Source: an optimization exercise on an open RTL-to-GDS flow (aim: small area, a short achievable clock period and few clock cycles). Production flows keep margins and buffers that such runs may drop.
In this exercise RTL edits were held to simulation tests only and were not proved equivalent to the original.

File: flow/config.mk
export PLATFORM = sky130hd
export DESIGN_NAME = mulPipeChip
export DESIGN_NICKNAME = mulPipeChip
export VERILOG_FILES = /design/flow/design.v
export SDC_FILE = /design/flow/constraint.sdc
export NUM_CORES = 4
export LEC_CHECK = 0
export CAP_MARGIN = 20
export CORE_MARGIN = 2
export CORE_UTILIZATION = 40
export SLEW_MARGIN = 20
File: flow/constraint.sdc
create_clock -name core_clock -period 13.0 [get_ports {clk}]
set_input_delay 2.6000 -clock core_clock [delete_from_list [all_inputs] [get_ports {clk}]]
set_output_delay 2.6000 -clock core_clock [all_outputs]
set_load 0.01 [all_outputs]
File: flow/design.v
package mulPkg;
	localparam int OperandWidth = 32;
	localparam int ProductWidth = 2 * OperandWidth;
	localparam int DefaultRowsPerStage = 8;
	typedef logic [OperandWidth-1:0] operandT;
	typedef struct packed {
		logic valid;
		operandT a;
		operandT b;
	} mulReqT;
	typedef struct packed {
		operandT hi;
		operandT lo;
	} productHalvesT;
	typedef union packed {
		logic [ProductWidth-1:0] full;
		productHalvesT half;
	} productT;
	typedef struct packed {
		logic valid;
		productT product;
	} mulRspT;
endpackage
`timescale 1ns/1ps
module prefixAdder #(
	parameter int Width = mulPkg::OperandWidth
) (
	input logic [Width-1:0] a,
	input logic [Width-1:0] b,
	output logic [Width-1:0] sum,
	output logic cout
);
	localparam int Levels = $clog2(Width);
	logic [Width-1:0] genBits;
	logic [Width-1:0] propBits;
	assign genBits = a & b;
	assign propBits = a ^ b;
	for (genvar lvl = 0; lvl < Levels; lvl++) begin : genLevel
		localparam int Span = 1 << lvl;
		logic [Width-1:0] gIn;
		logic [Width-1:0] pIn;
		logic [Width-1:0] gOut;
		if (lvl == 0) begin : genLeaf
			assign gIn = genBits;
			assign pIn = propBits;
		end else begin : genNode
			assign pIn = genLevel[lvl-1].pIn & (genLevel[lvl-1].pIn << (Span / 2));
			assign gIn = genLevel[lvl-1].gOut;
		end
		assign gOut = gIn | (pIn & (gIn << Span));
	end
	assign sum = propBits ^ {genLevel[Levels-1].gOut[Width-2:0], 1'b0};
	assign cout = genLevel[Levels-1].gOut[Width-1];
endmodule
`timescale 1ns/1ps
module mulRow #(
	parameter int Width = mulPkg::OperandWidth
) (
	input logic [Width-1:0] acc,
	input logic accCarry,
	input logic [Width-1:0] a,
	input logic bBit,
	output logic [Width-1:0] sum,
	output logic cout,
	output logic productBit
);
	logic [Width-1:0] partial;
	logic [Width-1:0] shifted;
	assign partial = a & {Width{bBit}};
	assign shifted = {accCarry, acc[Width-1:1]};
	assign productBit = acc[0];
	prefixAdder #(
		.Width(Width)
	) prefixAdder_i (
		.a(shifted),
		.b(partial),
		.sum(sum),
		.cout(cout)
	);
endmodule
`timescale 1ns/1ps
module mulArray #(
	parameter int Width = mulPkg::OperandWidth,
	parameter int RowsPerStage = mulPkg::DefaultRowsPerStage
) (
	input logic clk,
	input logic arstN,
	input mulPkg::mulReqT req,
	output mulPkg::mulRspT rsp
);
	logic inValid;
	logic [Width-1:0] inA;
	logic [Width-1:0] inB;
	logic outValid;
	logic [2*Width-1:0] outProduct;
	always_ff @(posedge clk or negedge arstN) begin
		if (!arstN) begin
			inValid <= 1'b0;
		end else begin
			inValid <= req.valid;
		end
	end
	always_ff @(posedge clk) begin
		if (req.valid) begin
			inA <= req.a[Width-1:0];
			inB <= req.b[Width-1:0];
		end
	end
	for (genvar k = 0; k < Width; k++) begin : genRow
		logic [Width-1:0] sumD;
		logic carryD;
		logic [Width-2:0] lowD;
		logic validD;
		logic [Width-1:0] aQ;
		logic [Width-1:0] bQ;
		if (k == 0) begin : genFirst
			assign aQ = inA;
			assign bQ = inB;
			assign sumD = aQ & {Width{bQ[0]}};
			assign carryD = 1'b0;
			assign lowD = '0;
			assign validD = inValid;
		end else begin : genChain
			logic [Width-1:0] sumQ;
			logic carryQ;
			logic [Width-2:0] lowQ;
			logic productBit;
			if (k > 1 && (k - 1) % RowsPerStage == 0) begin : genStageReg
				always_ff @(posedge clk or negedge arstN) begin
					if (!arstN) begin
						validD <= 1'b0;
					end else begin
						validD <= genRow[k-1].validD;
					end
				end
				always_ff @(posedge clk) begin
					if (genRow[k-1].validD) begin
						sumQ <= genRow[k-1].sumD;
						carryQ <= genRow[k-1].carryD;
						lowQ <= genRow[k-1].lowD;
						aQ <= genRow[k-1].aQ;
						bQ <= genRow[k-1].bQ >> 1;
					end
				end
			end else begin : genStageWire
				assign validD = genRow[k-1].validD;
				assign sumQ = genRow[k-1].sumD;
				assign carryQ = genRow[k-1].carryD;
				assign lowQ = genRow[k-1].lowD;
				assign aQ = genRow[k-1].aQ;
				assign bQ = genRow[k-1].bQ >> 1;
			end
			mulRow #(
				.Width(Width)
			) mulRow_i (
				.acc(sumQ),
				.accCarry(carryQ),
				.a(aQ),
				.bBit(bQ[0]),
				.sum(sumD),
				.cout(carryD),
				.productBit(productBit)
			);
			assign lowD = {productBit, lowQ[Width-2:1]};
		end
	end
	always_ff @(posedge clk or negedge arstN) begin
		if (!arstN) begin
			outValid <= 1'b0;
		end else begin
			outValid <= genRow[Width-1].validD;
		end
	end
	always_ff @(posedge clk) begin
		if (genRow[Width-1].validD) begin
			outProduct <= {genRow[Width-1].carryD, genRow[Width-1].sumD, genRow[Width-1].lowD};
		end
	end
	always_comb begin
		rsp.valid = outValid;
		rsp.product.full = mulPkg::ProductWidth'(outProduct);
	end
endmodule
`timescale 1ns/1ps
module mulPipeChip (
	input logic clk,
	input logic arstN,
	input logic in_valid,
	input logic [31:0] in_a,
	input logic [31:0] in_b,
	output logic out_valid,
	output logic [63:0] out_product
);
	mulPkg::mulReqT req;
	mulPkg::mulRspT rsp;
	assign req.valid = in_valid;
	assign req.a = in_a;
	assign req.b = in_b;
	assign out_valid = rsp.valid;
	assign out_product = rsp.product.full;
	mulArray #(
		.Width(mulPkg::OperandWidth),
		.RowsPerStage(mulPkg::DefaultRowsPerStage)
	) mulArray_i (
		.clk(clk),
		.arstN(arstN),
		.req(req),
		.rsp(rsp)
	);
endmodule
File: flow/run.sh
#!/bin/bash
# synth_recipe.tcl (not shown) runs the flow's synth.tcl, then flattens the netlist and writes it again
# the make line also repeats each setting of config.mk as NAME=value (left out here)
make -C /OpenROAD-flow-scripts/flow DESIGN_CONFIG=/design/flow/config.mk WORK_HOME=/design/flow/orfs CLKGATE_MAP_FILE= SYNTH_SCRIPT=/design/flow/synth_recipe.tcl finish
==> summary.md <==
| Metric | Value |
|---|---|
| Synth top area share | between 10% and 20% |
| Critical path's most frequent cell | a21oi_1 |
| Most frequent cells after synthesis | and2_1 (1028), ha_1 (991), a21oi_1 (831) |
| CP delay by family, top | compound AO/OA/AOI/OAI gates |
| Most frequent cell after synthesis | and2_1 |
| CP Class | register to register |
| CTS tree | built |
| Synthesized area | between 60000 and 70000 µm² |
| DIE AREA | approximately 170000 µm² |
| Min-delay src | mulArray_i.genRow[9].bQ[10]$_DFFE_PP_ |
| Reg2Reg Depth | 57 |
| Max-slew violations | 0 |
| Post-synthesis sequential area ratio | 19.0% |
| Share of layout cells above drive strength 1 | under 10% |
| Clock slew at reported path FFs | ~0.08 ns |
| Largest net degree at the start of global routing | 71 |
| Syn avg cell area | ~8.2 µm² |
| R2R setup slack | 0.57 ns |
| Synth area leader | edfxtp_1 |
| Vias per cell | 5.60 |
| Vias in the first global route | 55700 |
| I/O Pins | ~130 |
| Critical-path top delay cell | a2111oi_1 |
| Clock Latency Late Sink | 0.71 ns |
| Total grt overflow | 0 |
| CTS H-tree depth | 2 |
| Worst Clk Skew | 0.0647 ns |
| Crit start category | register |
| DRT Wirelength | roughly 190 mm |
| Antenna viol nets, final | 0 |
| Final worst-path cycle share | 95.6% |
| Async set-reset flop share out of synthesis | 1.19% |
| Initial antenna violation count | 13 |
| Placer congestion estimate | ~0.92 |
| Initial cell density of the core | 40.3% |
| Final net count | 9460 |
| Met2 routed WL | 87.4 mm |
| Die height | approximately 400 µm |
| Worst slew pin tran | 1.08 ns |
| Hold endpoint | mulArray_i.genRow[17].bQ[2]$_DFFE_PP_ |
| Synth Flop Type | edfxtp_1 |
| Max Freq | 80.5 MHz |
| Yosys reg bits | between 400 and 500 |
| Final Hold Vio Count | 0 |
| Synth warn | 1 |
| Post-route DRC | 0 |
| Worst EP arrival | 12.83 ns |
| Die width | 411 µm |
| Core ar. | 165000 µm² |
| CP Max Fanout | 9 |
| GRT Total Usage | 21.2% |
| Top Layer Used | met5 |
| CTS root buf | clkbuf_16 |
| Met3 wire len | 6.80 mm |
| Routed len/inst | 17.8 µm |
| Rel. slew slack | 28.0% |
| TritonRoute pass-1 iters | 18 |
| Rows | 149 |
| Sink Count | 421 |
| First-pass GRT wire length | between 200 and 300 mm |
| Mapped Cells | 8103 |
| Metal-1 WL | 89.5 mm |
| Yosys cell types | a little under 90 |
| Final setup violation count | 0 |
| Worst Hold Depth | 0 |
| Mapped Nets | roughly 9200 |
| RSZ-0062 raised after global routing | yes |
| Final HPWL DP | 149 mm |
| Setup TNS | 0 ns |
| Post-route cell area | approximately 75000 µm² |
| RR Endpoint | mulArray_i.genRow[17].genChain.sumQ[28]$_DFFE_PP_ |
| Synth top area cells | edfxtp_1 (19%), ha_1 (19%), and2_1 (9.7%) |
| Max Cap Viol | 0 |
| Cts bufs inserted | 52 |
| Initial DRC Count | 3515 |
| Vias | 59400 |
| Final min period | 12.43 ns |
| Status | no timing/DRC/antenna violations |
| Crit path capture type | register |
| Port Buffers | 131 |
| Placed cell area | 71000 µm² |
| Area delta synth->final | 12.9% |
| Required time of the critical path | between 10 and 15 ns |
| Max clock buf depth | 3 |
| Hold Path Class | register to register |
| Max stage delay on crit path | 0.46 ns |
| EDFF count, synth | 416 |
| Buf+Inv Stages, Crit Path | 5 |
| R2r startpoint | mulArray_i.genRow[9].bQ[0]$_DFFE_PP_ |
layout by cell type (no fill, tap or decap), types with 19 or more instances in the layout:
cell                n
a21o_1            536
a211oi_1           69
ha_1              920
nor2b_1           117
clkbuf_16          54
buf_4             259
o21bai_1          131
o31ai_1            40
nor2_1            429
and2_1           1024
xnor2_1           607
o21ai_1           158
nand3_1           155
a211oi_2           22
inv_1             301
nand4_1            90
a31oi_1            57
a21oi_2            57
ha_2               59
nand2_1           398
o21ai_0           284
o211ai_1           40
fa_1               29
xor2_1            236
nor3_1             87
o21a_1            130
and3_1             67
edfxtp_1          416
o31a_1             28
o21ai_2            19
nand2b_1          112
or3_1              36
a21oi_1           774
clkdlybuf4s50_1   130
or2_2              24
per-stage QoR:
step	utilization, %	hold WS, ns	std cells	worst slack (ns)
floorplan	-	0.400	8103	0.679
global placement	43.0	0.402	10400	-0.284
detailed placement	43.0	0.405	10400	-0.319
CTS	44.1	0.362	10500	0.00781
global route	45.4	0.387	10600	-0.178
finish	45.4	0.371	10600	0.572
worst register-to-register path: cells and delay by family, from the launching register on:
family	cells	cell delay (ns)
AOI/OAI and AO/OA	25	5.22
DFF	1	0.35
and+or+nand+nor	12	1.96
buffers and inverters	5	0.67
xor gates and xnor gates	7	1.23
adders and majority gates	8	2.73
metal layers:
metal | vias to the layer above | global-route usage, %
li1 | 30100 | -
met1 | 27900 | 28.8
met2 | 1099 | 36.3
met3 | 226 | 1.64
met4 | 2 | 5.39
met5 | - | 0
what timing repair did:
item	in CTS	in global routing
cloned	0	2
setup buffers	5	92
hold buffers	0	0
gates resized for setup	18	348
pin swaps	3	148
endpoints found under the setup margin	9	46
flip-flops by register name (all words and copies together) (netlist names), 32 cells and up:
register                         cells
mulArray_i.outProduct               64
mulArray_i.inB                      32
mulArray_i.inA                      32
mulArray_i.genRow.genChain.lowQ     48
mulArray_i.genRow.aQ                96
mulArray_i.genRow.bQ                45
mulArray_i.genRow.genChain.sumQ     96
layout make-up:
type,count,area [µm²]
flip-flops and latches,421,12600
inverters,303,1140
multi-input cells,7198,53500
fillers,16300,90000
diodes,4,10.0
clock inverters,28,243
well taps,2189,2740
repair buffers,395,3360
clock buffers,67,1410
kinds of logic after synthesis:
kind of cell	Yosys count	share of synthesized area [%]
AND/OR/NAND/NOR	2675	21.7
buffers and inverters	484	2.74
flip-flops	421	19.0
XOR/XNOR	856	11.3
multiplexers	4	0.0603
AO/OA/AOI/OAI	2641	25.6
adder cells (fa/ha/maj)	1022	19.6
how the worst max path moves through the flow:
stage                                         start  slack [ns]                                                end  depth (start not counted)
6_report       mulArray_i.genRow[9].bQ[0]$_DFFE_PP_        0.57  mulArray_i.genRow[17].genChain.sumQ[28]$_DFFE_PP_                         57
5_1_grt        mulArray_i.genRow[9].bQ[0]$_DFFE_PP_       -0.18  mulArray_i.genRow[17].genChain.sumQ[28]$_DFFE_PP_                         61
4_1_cts        mulArray_i.genRow[9].bQ[0]$_DFFE_PP_       0.008  mulArray_i.genRow[17].genChain.sumQ[29]$_DFFE_PP_                         62
3_5_place_dp   mulArray_i.genRow[9].bQ[0]$_DFFE_PP_       -0.32  mulArray_i.genRow[17].genChain.sumQ[29]$_DFFE_PP_                         64
3_3_place_gp   mulArray_i.genRow[9].bQ[0]$_DFFE_PP_       -0.28  mulArray_i.genRow[17].genChain.sumQ[29]$_DFFE_PP_                         64
2_1_floorplan           mulArray_i.inB[1]$_DFFE_PP_        0.68   mulArray_i.genRow[9].genChain.sumQ[31]$_DFFE_PP_                         66
Testbench counts, summed over its fixed seeds: cycles 16,040.

==> what the ideal ports hide <==
Ports are ideal in the flow. The routed layout listed here was re-timed in OpenROAD.
Step 1 sets driving cells, clkbuf_16 on the clock port and buf_2 on the other inputs (assumed; they add their load-dependent delay and slew).
Step 2 times the ports against the registers' clock, not the clock port: input delays grow and output delays shrink by t, the midpoint of the rising clock arrivals with the driver on.
Three values: ideal, step 1, step 2; two values: the first two.
t (ns): 0.754
setup WS [ns]: 0.572 / 0.572 / 0.572
worst register clock-pin slew, ns: 0.08 / 0.08
After both steps setup and hold are still met in this run. For this run, drivers alone change the setup slack by 0.000 ns; drivers and shift together by 0.000 ns.
